Context: an optimization exercise on an open-source flow, tuned for small area, a short achievable clock period and few clock cycles per item. The choices shown serve that exercise and are no tape-out recipe. Where RTL was checked, it was by simulation tests only, not by an equivalence proof against the original. No functional check of the RTL was part of run 3. Power is estimated from default activity; no workload was simulated.

<file path="flow/config.mk">
export PLATFORM = sky130hd
export DESIGN_NAME = proportional_glyph_tile_packer_core
export DESIGN_NICKNAME = proportional_glyph_tile_packer_core
export VERILOG_FILES = /design/flow/design.v
export SDC_FILE = /design/flow/constraint.sdc
export NUM_CORES = 4
export LEC_CHECK = 0
export ABC_CLOCK_PERIOD_IN_PS = 2500
export CAP_MARGIN = 20
export CORE_MARGIN = 2
export CORE_UTILIZATION = 45
export CTS_BUF_LIST = sky130_fd_sc_hd__clkbuf_16
export CTS_CLUSTER_DIAMETER = 100
export CTS_CLUSTER_SIZE = 25
export SETUP_SLACK_MARGIN = 2.3
export SLEW_MARGIN = 20
</file>
<file path="flow/flow/run.sh">
#!/bin/bash
export BUFFER_PORTS_ARGS="-buffer_cell sky130_fd_sc_hd__buf_1"
bash standard.sh > standard.log 2>&1
</file>
<file path="flow/constraint.sdc">
create_clock -name core_clock -period 5.0 [get_ports {clk}]
set_input_delay 1.0000 -clock core_clock [delete_from_list [all_inputs] [get_ports {clk}]]
set_output_delay 1.0000 -clock core_clock [all_outputs]
set_load 0.01 [all_outputs]
</file>
<file path="flow/design.v">
`default_nettype none
package pgtp_pkg;
  localparam int unsigned PIX_W  = 4;
  localparam int unsigned ROW_W  = 32;
  localparam int unsigned COLS   = 8;
  localparam int unsigned SLOT_OUT_W = 5;
  localparam logic CMD_GLYPH = 1'b0;
  localparam logic CMD_PAD   = 1'b1;
  localparam logic [2:0] LAST_ROW = 3'd7;
  typedef struct packed {
    logic        command;
    logic [3:0]  glyph_width;
    logic [2:0]  row_number;
    logic [31:0] upper_glyph_row;
    logic [31:0] lower_glyph_row;
  } glyph_item_t;
  typedef struct packed {
    logic       wr_en;
    logic       fill_en;
    logic [2:0] fill_next;
    logic       slot_inc;
    logic       slot_clr;
    logic       emit;
    logic       done;
  } store_ctl_t;
endpackage
`default_nettype wire
`default_nettype none
import pgtp_pkg::*;
module pgtp_merge_mask (
  input  logic       pad,
  input  logic [3:0] width,
  input  logic [2:0] fill,
  output logic [7:0] rmask,       
  output logic [2:0] fill_next    
);
  logic [2:0] k [COLS];
  always_comb begin
    for (int c = 0; c < COLS; c++) begin
      k[c]     = 3'(3'(c) - fill);
      rmask[c] = width[3]
               | (width[2] & !k[c][2])
               | (!(width[2] ^ k[c][2]) & ((width[1] & !k[c][1])
                                          | (!(width[1] ^ k[c][1]) & width[0] & !k[c][0])));
    end
  end
  assign fill_next = pad ? 3'd0 : width[3] ? fill : (fill + width[2:0]);
endmodule
module pgtp_merge (
  input  logic        pad,         
  input  logic        step,        
  input  logic [2:0]  fill,
  input  logic [7:0]  rmask,
  input  logic [31:0] row_upper,
  input  logic [31:0] row_lower,
  input  logic [31:0] buf_upper,
  input  logic [31:0] buf_lower,
  output logic        emit,        
  output logic [31:0] wb_upper,
  output logic [31:0] wb_lower,
  output logic [31:0] res_upper,
  output logic [31:0] res_lower
);
  logic [31:0] rot_u, rot_l;
  logic [7:0]  fill_ge, take_out, take_wb, tw;
  logic        over, keep_out, keep_wb, wr, kw;
  always_comb begin
    for (int c = 0; c < COLS; c++) fill_ge[c] = (3'(c) >= fill);
  end
  assign over     = !pad && rmask[7];
  assign keep_out = (fill != 3'd0);
  assign take_out = pad ? fill_ge : (rmask & fill_ge);
  assign take_wb  = pad ? fill_ge : (rmask & (~fill_ge | {COLS{!over}}));
  assign keep_wb  = pad || (!over && keep_out);
  assign emit     = pad ? keep_out : over;
  assign wr       = pad ? keep_out : 1'b1;
  assign rot_u = ({row_upper, row_upper} << {fill, 2'b00}) >> 32;
  assign rot_l = ({row_lower, row_lower} << {fill, 2'b00}) >> 32;
  assign kw = keep_wb || !(step && wr);
  assign tw = take_wb & {COLS{step && wr}};
  always_comb begin
    for (int c = 0; c < COLS; c++) begin
      wb_upper [PIX_W*c +: PIX_W] = (buf_upper[PIX_W*c +: PIX_W] & {PIX_W{kw}})
                                  | (rot_u[PIX_W*c +: PIX_W]     & {PIX_W{tw[c]}});
      wb_lower [PIX_W*c +: PIX_W] = (buf_lower[PIX_W*c +: PIX_W] & {PIX_W{kw}})
                                  | (rot_l[PIX_W*c +: PIX_W]     & {PIX_W{tw[c]}});
      res_upper[PIX_W*c +: PIX_W] = (buf_upper[PIX_W*c +: PIX_W] & {PIX_W{keep_out}})
                                  | (rot_u[PIX_W*c +: PIX_W]     & {PIX_W{take_out[c]}});
      res_lower[PIX_W*c +: PIX_W] = (buf_lower[PIX_W*c +: PIX_W] & {PIX_W{keep_out}})
                                  | (rot_l[PIX_W*c +: PIX_W]     & {PIX_W{take_out[c]}});
    end
  end
endmodule
`default_nettype wire
`default_nettype none
import pgtp_pkg::*;
module pgtp_row_store (
  input  logic        clk,
  input  logic [31:0] wb_upper,
  input  logic [31:0] wb_lower,
  output logic [31:0] head_upper,
  output logic [31:0] head_lower
);
  logic [31:0] ring_u [COLS];
  logic [31:0] ring_l [COLS];
  always_ff @(posedge clk) begin
    for (int k = 0; k < COLS - 1; k++) begin
      ring_u[k] <= ring_u[k+1];
      ring_l[k] <= ring_l[k+1];
    end
    ring_u[COLS-1] <= wb_upper;
    ring_l[COLS-1] <= wb_lower;
  end
  assign head_upper = ring_u[0];
  assign head_lower = ring_l[0];
endmodule
`default_nettype wire
`default_nettype none
import pgtp_pkg::*;
module proportional_glyph_tile_packer_core #(
  parameter int unsigned MAX_TILES = 32
) (
  input  logic        clk,
  input  logic        rst,
  input  logic        glyph_valid,
  output logic        glyph_ready,
  input  logic        glyph_command,
  input  logic [3:0]  glyph_glyph_width,
  input  logic [2:0]  glyph_row_number,
  input  logic [31:0] glyph_upper_glyph_row,
  input  logic [31:0] glyph_lower_glyph_row,
  output logic        tile_valid,
  input  logic        tile_ready,
  output logic [4:0]  tile_tile_slot,
  output logic [2:0]  tile_out_row_number,
  output logic [31:0] tile_upper_tile_row,
  output logic [31:0] tile_lower_tile_row,
  output logic        tile_string_done
);
  localparam int unsigned SLOT_W = (MAX_TILES > 1) ? $clog2(MAX_TILES) : 1;
  localparam logic [SLOT_W-1:0] SLOT_LAST = SLOT_W'(MAX_TILES - 1);
  logic [2:0]        phase;      
  logic [2:0]        fill;
  logic [SLOT_W-1:0] slot;
  logic        out_valid;
  logic [4:0]  out_slot;
  logic [2:0]  out_row;
  logic [31:0] out_upper, out_lower;
  logic        out_done;
  logic [31:0] head_u, head_l, wb_u, wb_l, res_u, res_l;
  logic [7:0]  rmask;
  logic [2:0]  fill_next;
  logic        emit, step, last, pad;
  assign last = (glyph_row_number == LAST_ROW);
  assign pad  = (glyph_command == CMD_PAD);
  assign glyph_ready = (glyph_row_number == phase) && (!out_valid || tile_ready);
  assign step        = glyph_valid && glyph_ready;
  pgtp_merge_mask u_mask (
    .pad       (pad),
    .width     (glyph_glyph_width),
    .fill      (fill),
    .rmask     (rmask),
    .fill_next (fill_next)
  );
  pgtp_merge u_merge (
    .pad       (pad),
    .step      (step),
    .fill      (fill),
    .rmask     (rmask),
    .row_upper (glyph_upper_glyph_row),
    .row_lower (glyph_lower_glyph_row),
    .buf_upper (head_u),
    .buf_lower (head_l),
    .emit      (emit),
    .wb_upper  (wb_u),
    .wb_lower  (wb_l),
    .res_upper (res_u),
    .res_lower (res_l)
  );
  pgtp_row_store u_store (
    .clk        (clk),
    .wb_upper   (wb_u),
    .wb_lower   (wb_l),
    .head_upper (head_u),
    .head_lower (head_l)
  );
  always_ff @(posedge clk) begin
    if (rst) begin
      phase <= 3'd0;
      fill  <= 3'd0;
      slot  <= '0;
    end else begin
      phase <= phase + 3'd1;
      if (step && last) begin
        fill <= fill_next;
        if (pad) begin
          slot <= '0;
        end else if (emit) begin
          slot <= (slot == SLOT_LAST) ? '0 : slot + 1'b1;
        end
      end
    end
  end
  always_ff @(posedge clk) begin
    if (rst) begin
      out_valid <= 1'b0;
    end else if (step && emit) begin
      out_valid <= 1'b1;
    end else if (tile_ready) begin
      out_valid <= 1'b0;
    end
  end
  always_ff @(posedge clk) begin
    if (step && emit) begin
      out_slot  <= 5'(slot);
      out_row   <= glyph_row_number;
      out_upper <= res_u;
      out_lower <= res_l;
      out_done  <= pad && last;
    end
  end
  assign tile_valid          = out_valid;
  assign tile_tile_slot      = out_slot;
  assign tile_out_row_number = out_row;
  assign tile_upper_tile_row = out_upper;
  assign tile_lower_tile_row = out_lower;
  assign tile_string_done    = out_done;
endmodule
`default_nettype wire
</file>
<file path="flow/standard.sh">
#!/bin/bash
# synth_recipe.tcl (not shown) runs the flow's synth.tcl, then flattens the netlist and writes it again
# the make line also repeats each setting of config.mk as NAME=value (left out here)
make -C /OpenROAD-flow-scripts/flow DESIGN_CONFIG=/design/flow/config.mk WORK_HOME=/design/flow/orfs CLKGATE_MAP_FILE= SYNTH_SCRIPT=/design/flow/synth_recipe.tcl "${@:-finish}"
</file>
==> flow_summary.toml, run 1 <==
[pwr]
finalPower_w = 0.00853
power_density_mw_per_mm2 = 435
power_switching_share = 0.215
irDropWorstVdd_mv = 0.244
p_leak_nw = 7.82
power_switching_w = 0.00184
p_int_w = 0.00670
p_seq_frac = 0.670
pwr-share-clk = 0.277
p_comb_frac = 0.053

[final_layout]
final_cell_mix = "dfxtp_1 (521), buf_1 (144), inv_1 (104)"
area_delta_synth_final_pct = 12.5
diodes = 0
final_common_cell = "dfxtp_1"
final_util = 0.509
drive_gt1_frac = 0.105
stdcell_area_mm2 = 0.0196
nets = 1475
nFillCells = 3362

[synthesis]
synth_area_leaders = "dfxtp_1 (60%), edfxtp_1 (13%), mux2i_1 (4.6%)"
synth_warnings = 7
yosysSeqAreaShare = 0.728
syn_area_mm2 = 0.0174
synth-main-ff-cell = "dfxtp_1"
synth.avg_cell_area_um2 = 14.3
yosys.area.top_type = "dfxtp_1"
synth_seq_cells = 597
synth_top_cell_area_share = 0.602
syn_inst = 1221
synth_edf_count = 73
async_flop_share = 0
synth.distinct_cells = 56
syn_nets = 1323

[hold_path]
hp-class = "reg -> reg"
hold_depth = 0

[timing]
max_freq_ghz = 0.370
finalHoldViolCount = 0
period_needed_ns = 2.70
finalCritPeriodShare = 0.541
rsz0062_at_grt = "yes"
finalMaxSlewViolations = 0
relSlewSlack = 0.298
tns_ns = 0
worst_pin_slew_ns = 1.05
finalClockSkew_ns = 0.0299
setup_viol = 0

[worst_setup_path]
crit_family = "buffers and inverters"
cp_slowest_cell = "nand4_1"
r2r_cells = 6
crit_buf_inv = 4
path_cells = "buf_8 > xnor2_2 > nand4_1 > clkinv_2 > buf_6 > buf_6"
arrival_ns = 1.70
startpoint_type = "input pin"
crit_fanout = 3
criticalPathCategory = "in -> out"
timing.rr.start = "fill[2]"
crit_path_frequent_cell = "buf_6"
r2r-end = "u_store.ring_l[7][11]"
crit_path_end = "glyph_ready"
crit_start = "glyph_row_number[2]"
cp.depth = 6
crit_path_end_kind = "output pin"
regToRegSetupSlack_ns = 2.35
slowest_delay_ns = 0.17
cp.required_ns = 4.00

[grt]
use_met3 = 0.0261
grt_pass1_wl_mm = 57.5
grtUsageTotal = 0.188
grt_use_met2 = 0.293
use_met1 = 0.276
first_global_vias = 9261
overflow = 0
grt-busiest-layer = "met2"
grt_max_degree = 57
antenna_found_initial = 1

[die]
fp.dieH_um = 201
core_mm2 = 0.0385
ios = 151
rows = 72
initial_utilization = 0.453
die_w_um = 201
dieArea_mm2 = 0.0403

[clock_tree]
clock_path_buffers = 3
numCtsBuffers = 27
clock_sinks = 597
clkTransAtPathRegs_ns = 0.11
cts-root-buf = "clkbuf_16"
cts_tree = "done"
clock_latency_ns = 0.58
htreeDepth = 1

[drt]
drc_errors = 0
wirelength_mm = 39.4
first_pass_iters = 5
drtAntennaViolNets = 0
via_per_inst = 5.17
via_count = 9852
drt_iter0_markers = 875
wl_per_cell_um = 20.7

[status]
status = "complete, no violations"

[run]
maxCapViolations = 0

[place]
gp_congestion = 0.858
place_area_mm2 = 0.0185
dpl.hpwl_mm = 27.2
port_buffers = 150
[flip-flops by register name, indices dropped and copies added, names as in the netlist]
signal          count
fill                3
u_store.ring_l    256
out_row             3
out_slot            5
phase               3
u_store.ring_u    256
out_lower          32
out_done            1
out_upper          32
slot                5
out_valid           1
[layout make-up]
cell class	count	area, um^2	area share
clock buffer	27	676	0.0345
sequential	597	12700	0.648
clock inverter	17	63.8	0.00326
tap	518	648	0.0331
multi-input combinational	478	4280	0.219
timing repair buffer	177	882	0.0450
inverter	92	352	0.0179
[worst min path at each step]
stage	startpoint	to	slack, ns
floorplan	u_store.ring_l[1][0]	u_store.ring_l[0][0]	0.31
global placement	u_store.ring_u[3][22]	u_store.ring_u[2][22]	0.31
detailed placement	u_store.ring_l[1][17]	u_store.ring_l[0][17]	0.31
CTS	u_store.ring_u[1][20]	u_store.ring_u[0][20]	0.32
global route	u_store.ring_u[3][6]	u_store.ring_u[2][6]	0.33
finish	u_store.ring_u[1][20]	u_store.ring_u[0][20]	0.32
[cell usage after synthesis (6+ instances only)]
library cell    n
mux4_2          9
a211o_1        11
nor2b_1         9
mux2_2         41
mux2i_1        80
nor3_1          6
o22ai_1        86
o221ai_1       17
nor2_1         16
buf_2          12
clkbuf_1       29
ha_1           25
xnor2_1         6
nand3_1         6
inv_1          89
a22oi_1        16
nand2b_1        8
edfxtp_1       73
o32ai_1        63
buf_6           6
dfxtp_1       524
nand2_1        17
[logic make-up after synthesis]
group                    after synthesis  share of synthesized area
multiplexers                         130                     0.0841
buffers and inverters                146                     0.0360
XOR/XNOR                               7                    0.00352
AO/OA/AOI/OAI                        228                      0.101
flip-flops                           597                      0.728
adder cells (fa/ha/maj)               26                     0.0191
AND/OR/NAND/NOR                       87                     0.0286
[power by group through the flow]
stage | combinational (W) | clock (W) | sequential [W]
final | 0.000455 | 0.00236 | 0.00571
after global routing | 0.000493 | 0.00260 | 0.00578
after CTS | 0.000440 | 0.00244 | 0.00572
after detailed placement | 0.000424 | 0 | 0.00582
after global placement | 0.000414 | 0 | 0.00581
after floorplan | 0.000257 | 0 | 0.00576
[layer usage]
metal,vias up,share of wire
li1,4700,-
met1,4811,0.48
met2,276,0.44
met3,63,0.053
met4,2,0.030
met5,-,0.00020
[per-stage QoR]
step	setup slack [ns]	std cells	hold slack, ns
global route	2.24	1906	0.328
detailed placement	1.23	1851	0.312
CTS	2.17	1901	0.318
finish	2.30	1906	0.316
floorplan	1.59	1221	0.310
global placement	1.36	1851	0.310
[what timing repair did]
item,in CTS,in global routing
endpoints found under the setup margin,190,151
setup buffers,6,4
resized for setup,23,17
gates cloned,0,1
pin swaps,4,2
hold buffers,0,0
Testbench counts, summed over its fixed seeds: cycles 13,096, rows 13,032.
==> run 2: changes to the inputs <==
--- a/flow/config.mk
+++ b/flow/config.mk
@@ -7,3 +7,3 @@
 export LEC_CHECK = 0
-export ABC_CLOCK_PERIOD_IN_PS = 2500
+export ABC_CLOCK_PERIOD_IN_PS = 3500
 export CAP_MARGIN = 20
@@ -14,3 +14,3 @@
 export CTS_CLUSTER_SIZE = 25
-export SETUP_SLACK_MARGIN = 2.3
+export SETUP_SLACK_MARGIN = 2.45
 export SLEW_MARGIN = 20
==> flow_summary.toml, run 2 <==
[status]
status = "complete, no violations"

[synthesis]
synth_top_cell_area_share = 0.602
synth-main-ff-cell = "dfxtp_1"
synth-simple-area-share = 0.0286
syn_inst = 1221
synth.distinct_cells = 56
syn_area_mm2 = 0.0174
yosysMostFrequentCell = "dfxtp_1"
synth.avg_cell_area_um2 = 14.3
synth-xor-area-share = 0.00352
yosys.area.top_type = "dfxtp_1"
syn_nets = 1323
muxShareOfSynthArea = 0.0841
synth_seq_cells = 597
synth_top_family_by_area = "compound AO/OA/AOI/OAI gates"
synth_common_cells = "dfxtp_1 (524), inv_1 (89), o22ai_1 (86)"
synth_fa_ha_area_frac = 0.0191
synth_compound_area_frac = 0.101
yosysSeqAreaShare = 0.728
synth_warnings = 7
synth_area_leaders = "dfxtp_1 (60%), edfxtp_1 (13%), mux2i_1 (4.6%)"
async_flop_share = 0
synth_edf_count = 73

[grt]
overflow = 0
use_met3 = 0.0310
grt_pass1_wl_mm = 60.0
grt-busiest-layer = "met2"
antenna_found_initial = 1
grt_max_degree = 43
first_global_vias = 9609
grtUsageTotal = 0.196
grt_use_met2 = 0.315
use_met1 = 0.279

[timing]
finalClockSkew_ns = 0.0196
max_freq_ghz = 0.385
tns_ns = 0
finalHoldViolCount = 0
setup_viol = 0
finalCritPeriodShare = 0.520
rsz0062_at_grt = "yes"
finalMaxSlewViolations = 0
period_needed_ns = 2.60
worst_pin_slew_ns = 1.08
relSlewSlack = 0.276

[final_layout]
area_delta_synth_final_pct = 15.0
stdcell_area_mm2 = 0.0200
nFillCells = 3269
final_common_cell = "dfxtp_1"
diodes = 0
multi_input_area_mm2 = 0.00431
drive_gt1_frac = 0.124
reg_top3 = "u_store.ring_l: 256 flops, u_store.ring_u: 256 flops"
seqCellArea_mm2 = 0.0127
final_util = 0.521
nets = 1498
final_cell_mix = "dfxtp_1 (521), buf_1 (144), inv_1 (107)"

[pwr]
p_seq_frac = 0.666
p_comb_frac = 0.055
power_switching_share = 0.218
power_density_mw_per_mm2 = 429
p_int_w = 0.00671
p_leak_nw = 8.03
pwr-share-clk = 0.278
power_switching_w = 0.00187
finalPower_w = 0.00858
irDropWorstVdd_mv = 0.293

[place]
place_area_mm2 = 0.0186
dpl.hpwl_mm = 27.4
port_buffers = 150
gp_congestion = 0.853

[clock_tree]
clkTransAtPathRegs_ns = 0.10
clock_sinks = 597
clock_latency_ns = 0.58
numCtsBuffers = 27
cts-root-buf = "clkbuf_16"
htreeDepth = 1
cts_tree = "done"
clock_path_buffers = 3

[worst_setup_path]
crit_fanout = 2
startpoint_type = "input pin"
timing.rr.start = "fill[0]"
crit_path_end_kind = "output pin"
cp.required_ns = 4.00
criticalPathCategory = "in -> out"
crit_path_end = "glyph_ready"
r2r_cells = 8
arrival_ns = 1.60
regToRegSetupSlack_ns = 2.51
r2r-end = "out_upper[3]"
crit_start = "glyph_row_number[1]"

[drt]
drc_errors = 0
drtAntennaViolNets = 0
via_count = 10240
via_per_inst = 5.30
wirelength_mm = 41.5
drt_iter0_markers = 818
first_pass_iters = 5
wl_per_cell_um = 21.5

[die]
rows = 72
dieArea_mm2 = 0.0403
ios = 151
core_mm2 = 0.0385
fp.dieH_um = 201
die_w_um = 201
initial_utilization = 0.453

[run]
maxCapViolations = 0

[hold_path]
hp-class = "reg -> reg"
-- run 2: cell counts after synthesis --
No cell type changed its count.
-- run 2: per-stage QoR --
step / std cells / setup WS [ns] / hold WS, ns
4_1_cts: 1914 / 2.37 / 0.328
2_1_floorplan: 1221 / 1.59 / 0.310
6_report: 1933 / 2.40 / 0.323
5_1_grt: 1933 / 2.34 / 0.336
3_3_place_gp: 1849 / 1.52 / 0.310
3_5_place_dp: 1849 / 1.44 / 0.312
-- run 2: worst max-delay path, stage by stage --
cell and delay (ns):
buf_8 0.10, xnor2_2 0.12, nand4_1 0.17, clkinv_2 0.09, buf_6 0.10
-- run 2: cell type report --
type	instances	area share
multi-input combinational	478	0.215
timing repair inverter	1	0.000375
sequential	597	0.634
clock inverter	21	0.00400
timing repair buffer	199	0.0625
clock buffer	27	0.0337
tap	518	0.0324
inverter	92	0.0181
-- run 2: worst min path at each step --
stage | from | cells past startpoint | end | slack, ns
finish | u_store.ring_u[3][22] | 0 | u_store.ring_u[2][22] | 0.32
global route | u_store.ring_l[1][0] | 0 | u_store.ring_l[0][0] | 0.34
CTS | u_store.ring_u[3][22] | 0 | u_store.ring_u[2][22] | 0.33
detailed placement | u_store.ring_l[6][0] | 0 | u_store.ring_l[5][0] | 0.31
global placement | u_store.ring_u[3][10] | 0 | u_store.ring_u[2][10] | 0.31
floorplan | u_store.ring_l[1][0] | 0 | u_store.ring_l[0][0] | 0.31
-- run 2: timing repair --
item	in CTS	in global routing
pin swaps	3	7
hold endpoints to repair	0	0
cloned	3	5
endpoints found under the setup margin	207	175
gates resized for setup	44	25
hold buffers	0	0
setup buffers	14	14
-- run 2: power groups by stage --
stage | Sequential, W | Clock, W | Combinational [W]
after floorplan | 0.00576 | 0 | 0.000260
after global placement | 0.00581 | 0 | 0.000413
after detailed placement | 0.00583 | 0 | 0.000424
after CTS | 0.00573 | 0.00245 | 0.000450
after global routing | 0.00579 | 0.00263 | 0.000508
final | 0.00572 | 0.00239 | 0.000474
-- run 2: logic make-up (layout without fill, tap and decap cells) --
kind of cell | after synthesis | in the layout
muxes | 130 | 130
DFF | 597 | 597
buffers and inverters | 146 | 340
AOI/OAI and AO/OA | 228 | 228
and+or+nand+nor | 87 | 87
adders and majority gates | 26 | 26
xor gates and xnor gates | 7 | 7
-- run 2: routing by layer --
| layer | part of all wire | up-vias |
|---|---|---|
| met5 | 0.00027 | - |
| met1 | 0.45 | 5042 |
| met3 | 0.062 | 64 |
| met4 | 0.029 | 2 |
| met2 | 0.46 | 376 |
| li1 | - | 4756 |
==> run 3: changes to the inputs <==
--- a/flow/design.v
+++ b/flow/design.v
@@ -33,13 +33,13 @@
   input  logic [2:0] fill,
+  input  logic [7:0] fill_hot,    
   output logic [7:0] rmask,       
-  output logic [2:0] fill_next    
-);
-  logic [2:0] k [COLS];
-  always_comb begin
+  output logic [2:0] fill_next,   
+  output logic [7:0] fill_hot_next
+);
+  logic [7:0] wt;    
+  always_comb begin
+    for (int j = 0; j < COLS; j++) wt[j] = (width > 4'(j));
     for (int c = 0; c < COLS; c++) begin
-      k[c]     = 3'(3'(c) - fill);
-      rmask[c] = width[3]
-               | (width[2] & !k[c][2])
-               | (!(width[2] ^ k[c][2]) & ((width[1] & !k[c][1])
-                                          | (!(width[1] ^ k[c][1]) & width[0] & !k[c][0])));
+      rmask[c] = 1'b0;
+      for (int f = 0; f < COLS; f++) rmask[c] = rmask[c] | (fill_hot[f] & wt[(c - f) & 7]);
     end
@@ -47,2 +47,5 @@
   assign fill_next = pad ? 3'd0 : width[3] ? fill : (fill + width[2:0]);
+  always_comb begin
+    for (int f = 0; f < COLS; f++) fill_hot_next[f] = (fill_next == 3'(f));
+  end
 endmodule
@@ -52,2 +55,3 @@
   input  logic [2:0]  fill,
+  input  logic [7:0]  fill_hot,    
   input  logic [7:0]  rmask,
@@ -67,6 +71,9 @@
   always_comb begin
-    for (int c = 0; c < COLS; c++) fill_ge[c] = (3'(c) >= fill);
+    for (int c = 0; c < COLS; c++) begin
+      fill_ge[c] = 1'b0;
+      for (int f = 0; f <= c; f++) fill_ge[c] = fill_ge[c] | fill_hot[f];
+    end
   end
   assign over     = !pad && rmask[7];
-  assign keep_out = (fill != 3'd0);
+  assign keep_out = !fill_hot[0];
   assign take_out = pad ? fill_ge : (rmask & fill_ge);
@@ -143,2 +150,3 @@
   logic [2:0]        fill;
+  logic [7:0]        fill_hot;   
   logic [SLOT_W-1:0] slot;
@@ -152,2 +160,3 @@
   logic [2:0]  fill_next;
+  logic [7:0]  fill_hot_next;
   logic        emit, step, last, pad;
@@ -160,5 +169,7 @@
     .width     (glyph_glyph_width),
-    .fill      (fill),
-    .rmask     (rmask),
-    .fill_next (fill_next)
+    .fill          (fill),
+    .fill_hot      (fill_hot),
+    .rmask         (rmask),
+    .fill_next     (fill_next),
+    .fill_hot_next (fill_hot_next)
   );
@@ -168,2 +179,3 @@
     .fill      (fill),
+    .fill_hot  (fill_hot),
     .rmask     (rmask),
@@ -189,4 +201,5 @@
       phase <= 3'd0;
-      fill  <= 3'd0;
-      slot  <= '0;
+      fill     <= 3'd0;
+      fill_hot <= 8'd1;
+      slot     <= '0;
     end else begin
@@ -194,3 +207,4 @@
       if (step && last) begin
-        fill <= fill_next;
+        fill     <= fill_next;
+        fill_hot <= fill_hot_next;
         if (pad) begin
==> flow/flow/run.sh (replaced) <==
#!/bin/bash
cp standard.sh standard_sh.log
export BUFFER_PORTS_ARGS="-buffer_cell sky130_fd_sc_hd__buf_1"
bash standard.sh > standard.log 2>&1
--- a/flow/config.mk
+++ b/flow/config.mk
@@ -7,3 +7,3 @@
 export LEC_CHECK = 0
-export ABC_CLOCK_PERIOD_IN_PS = 3500
+export ABC_CLOCK_PERIOD_IN_PS = 2500
 export CAP_MARGIN = 20
==> flow_summary.toml, run 3 <==
[status]
status = "complete, no violations"

[synthesis]
synth_top_cell_area_share = 0.602
syn_nets = 1388
yosysMostFrequentCell = "dfxtp_1"
synth.distinct_cells = 59
synth-main-ff-cell = "dfxtp_1"
syn_inst = 1307
synth_fa_ha_area_frac = 0.00396
synth_common_cells = "dfxtp_1 (532), o2bb2ai_1 (101), edfxtp_1 (73)"
synth_top_family_by_area = "compound AO/OA/AOI/OAI gates"
async_flop_share = 0
synth_seq_cells = 605
yosysSeqAreaShare = 0.726
syn_area_mm2 = 0.0177
muxShareOfSynthArea = 0.0464
synth-xor-area-share = 0.00297
synth_area_leaders = "dfxtp_1 (60%), edfxtp_1 (12%), o2bb2ai_1 (5.0%)"
synth_edf_count = 73
synth_compound_area_frac = 0.149
synth.avg_cell_area_um2 = 13.5
synth_warnings = 6
synth-simple-area-share = 0.0483
yosys.area.top_type = "dfxtp_1"

[pwr]
p_leak_nw = 7.48
irDropWorstVdd_mv = 0.245
power_switching_w = 0.00180
p_int_w = 0.00655
pwr-share-clk = 0.300
power_switching_share = 0.216
power_density_mw_per_mm2 = 406
p_comb_frac = 0.051
p_seq_frac = 0.650

[final_layout]
area_delta_synth_final_pct = 16.0
stdcell_area_mm2 = 0.0205
reg_top3 = "u_store.ring_l: 256 flops, u_store.ring_u: 256 flops"
nets = 1551
diodes = 0
final_cell_mix = "dfxtp_1 (530), buf_1 (142), o2bb2ai_1 (100)"
final_common_cell = "dfxtp_1"
multi_input_area_mm2 = 0.00467
drive_gt1_frac = 0.130
nFillCells = 3319
seqCellArea_mm2 = 0.0128

[drt]
via_count = 10920
drtAntennaViolNets = 0
first_pass_iters = 5
wirelength_mm = 43.1
drc_errors = 0
drt_iter0_markers = 992
wl_per_cell_um = 21.5
via_per_inst = 5.44

[hold_path]
min_to = "u_store.ring_l[3][2]"
hold_depth = 0
hp-class = "reg -> reg"
holdCritStartpoint = "u_store.ring_l[4][2]"

[timing]
fin_ws_ns = 2.27
finalHoldViolCount = 0
rsz0062_at_grt = "yes"
hold_ws_ns = 0.317
worst_pin_slew_ns = 1.28
period_needed_ns = 2.73
relSlewSlack = 0.140
finalMaxSlewViolations = 0
tns_ns = 0
finalClockSkew_ns = 0.0202
setup_viol = 0
finalCritPeriodShare = 0.546
max_freq_ghz = 0.366

[worst_setup_path]
crit_path_end_kind = "flip-flop"
crit_fanout = 7
timing.rr.start = "fill_hot[3]"
r2r_cells = 10
cp.required_ns = 5.35
criticalPathCategory = "in -> reg"
regToRegSetupSlack_ns = 2.36
startpoint_type = "input pin"
arrival_ns = 3.08
r2r-end = "out_lower[1]"

[grt]
grt_max_degree = 53
antenna_found_initial = 0
grtUsageTotal = 0.204
overflow = 0
grt_pass1_wl_mm = 63.5
first_global_vias = 10212

[die]
ios = 151
fp.dieH_um = 202
dieArea_mm2 = 0.0409
die_w_um = 202
rows = 72
core_mm2 = 0.0387
initial_utilization = 0.457

[clock_tree]
postCtsHoldBufs = 0
cts_tree = "done"
cts-root-buf = "clkbuf_16"
clock_sinks = 605
numCtsBuffers = 28
clock_latency_ns = 0.59
htreeDepth = 1
clkTransAtPathRegs_ns = 0.09
clock_path_buffers = 3

[place]
dp_slack_ns = 1.10
gp_congestion = 0.843
place_area_mm2 = 0.0188
port_buffers = 150
dpl.hpwl_mm = 27.5

[run]
maxCapViolations = 0
[run 3: changes by cell type in the layout (fill, tap and decap cells not counted), sizes merged, moves of 22 or more]
cell | previous run | this run
inv | 108 | 38
o22ai | 86 | 50
o32ai | 63 | 8
o2bb2ai | 0 | 101
buf | 191 | 213
a221o | 4 | 32
nand2 | 17 | 54
a21oi | 5 | 33
mux2i | 80 | 46
[run 3: worst max-delay path, stage by stage]
cell,delay (ns)
buf_12,0.11
buf_8,0.12
or4_4,0.42
and3_4,0.17
or4_4,0.50
nand2_4,0.10
clkinvlp_4,0.09
buf_12,0.15
buf_12,0.14
buf_12,0.13
clkbuf_16,0.14
[run 3: per-stage QoR]
stage	cells	utilization	power, W
global route	2006	0.530	0.00866
global placement	1906	0.485	0.00588
floorplan	1307	-	0.00571
detailed placement	1906	0.485	0.00589
finish	2006	0.530	0.00835
CTS	1996	0.526	0.00839
[run 3: how the worst max path moves through the flow]
stage / startpoint / to / slack (ns) / depth (start not counted)
6_report: glyph_glyph_width[3] / out_lower[1] / 2.27 / 11
5_1_grt: glyph_glyph_width[3] / out_lower[4] / 2.26 / 11
4_1_cts: glyph_glyph_width[3] / out_upper[5] / 2.29 / 11
3_5_place_dp: glyph_glyph_width[2] / u_store.ring_l[7][8] / 1.10 / 7
3_3_place_gp: glyph_glyph_width[2] / u_store.ring_l[7][15] / 1.16 / 7
2_1_floorplan: glyph_glyph_width[1] / out_done / 1.11 / 7
[run 3: cell families (layout without fill, tap and decap cells)]
logic type,count (synthesis),count (layout)
AOI/OAI and AO/OA,339,339
buffers and inverters,105,284
DFF,605,605
adders and majority gates,5,5
xor gates and xnor gates,6,6
muxes,78,78
and+or+nand+nor,169,171
[run 3: cell type report]
cell class,instances,area share
clock buffer,29,0.0353
clock inverter,19,0.00433
multi-input combinational,599,0.228
sequential,605,0.626
timing repair buffer,214,0.0713
tap,518,0.0316
inverter,22,0.00420
[run 3: per-layer routing]
layer / part of all wire / wire length [um] / track usage
met3: 0.060 / 2570 / 0.0324
met4: 0.025 / 1070 / 0.0469
met5: 0 / 0 / 0
met1: 0.46 / 19900 / 0.293
met2: 0.45 / 19600 / 0.324
[run 3: power by group through the flow]
stage	clock network, W	logic [W]	registers [W]
after floorplan	0	0.000222	0.00549
after global placement	0	0.000355	0.00553
after detailed placement	0	0.000361	0.00553
after CTS	0.00255	0.000412	0.00543
after global routing	0.00274	0.000456	0.00546
final	0.00250	0.000424	0.00542
[run 3: what timing repair did]
item | 4_1_cts | 5_1_grt
resized for setup | 63 | 11
setup buffers | 34 | 7
endpoints found under the setup margin | 198 | 159
gates cloned | 8 | 3
pin swaps | 9 | 4

afterwards: timing with drivers on the ports:
How much do the figures lean on ideal ports? The routed layouts below were timed once more, with nothing changed but the port constraints.
Step 1 assumes that a clkbuf_16 drives the clock port and a buf_2 every other input.
Step 2 moves the port delays by t, midway between the first and last clock arrival at a register: inputs arrive t later, outputs are due t later. That takes back most of the time a late clock gives input paths.
a / b / c = ideal / step 1 / step 2; a / b = the first two.
| run | t (ns) | slack for setup (ns) | hold slack, ns | worst data-port slew with drivers (ns) |
|---|---|---|---|---|
| run 1 | 0.622 | 2.296 / 2.246 / 1.778 | 0.316 / 0.316 / 0.316 | 0.09 |
| run 2 | 0.626 | 2.401 / 2.359 / 1.925 | 0.323 / 0.323 / 0.323 | 0.09 |
| run 3 | 0.628 | 2.271 / 2.273 / 1.645 | 0.317 / 0.317 / 0.317 | 0.07 |
After both steps every run listed still meets setup and hold. For run 3, which loses most, drivers alone change the setup slack by +0.002 ns; drivers and shift together by -0.626 ns.
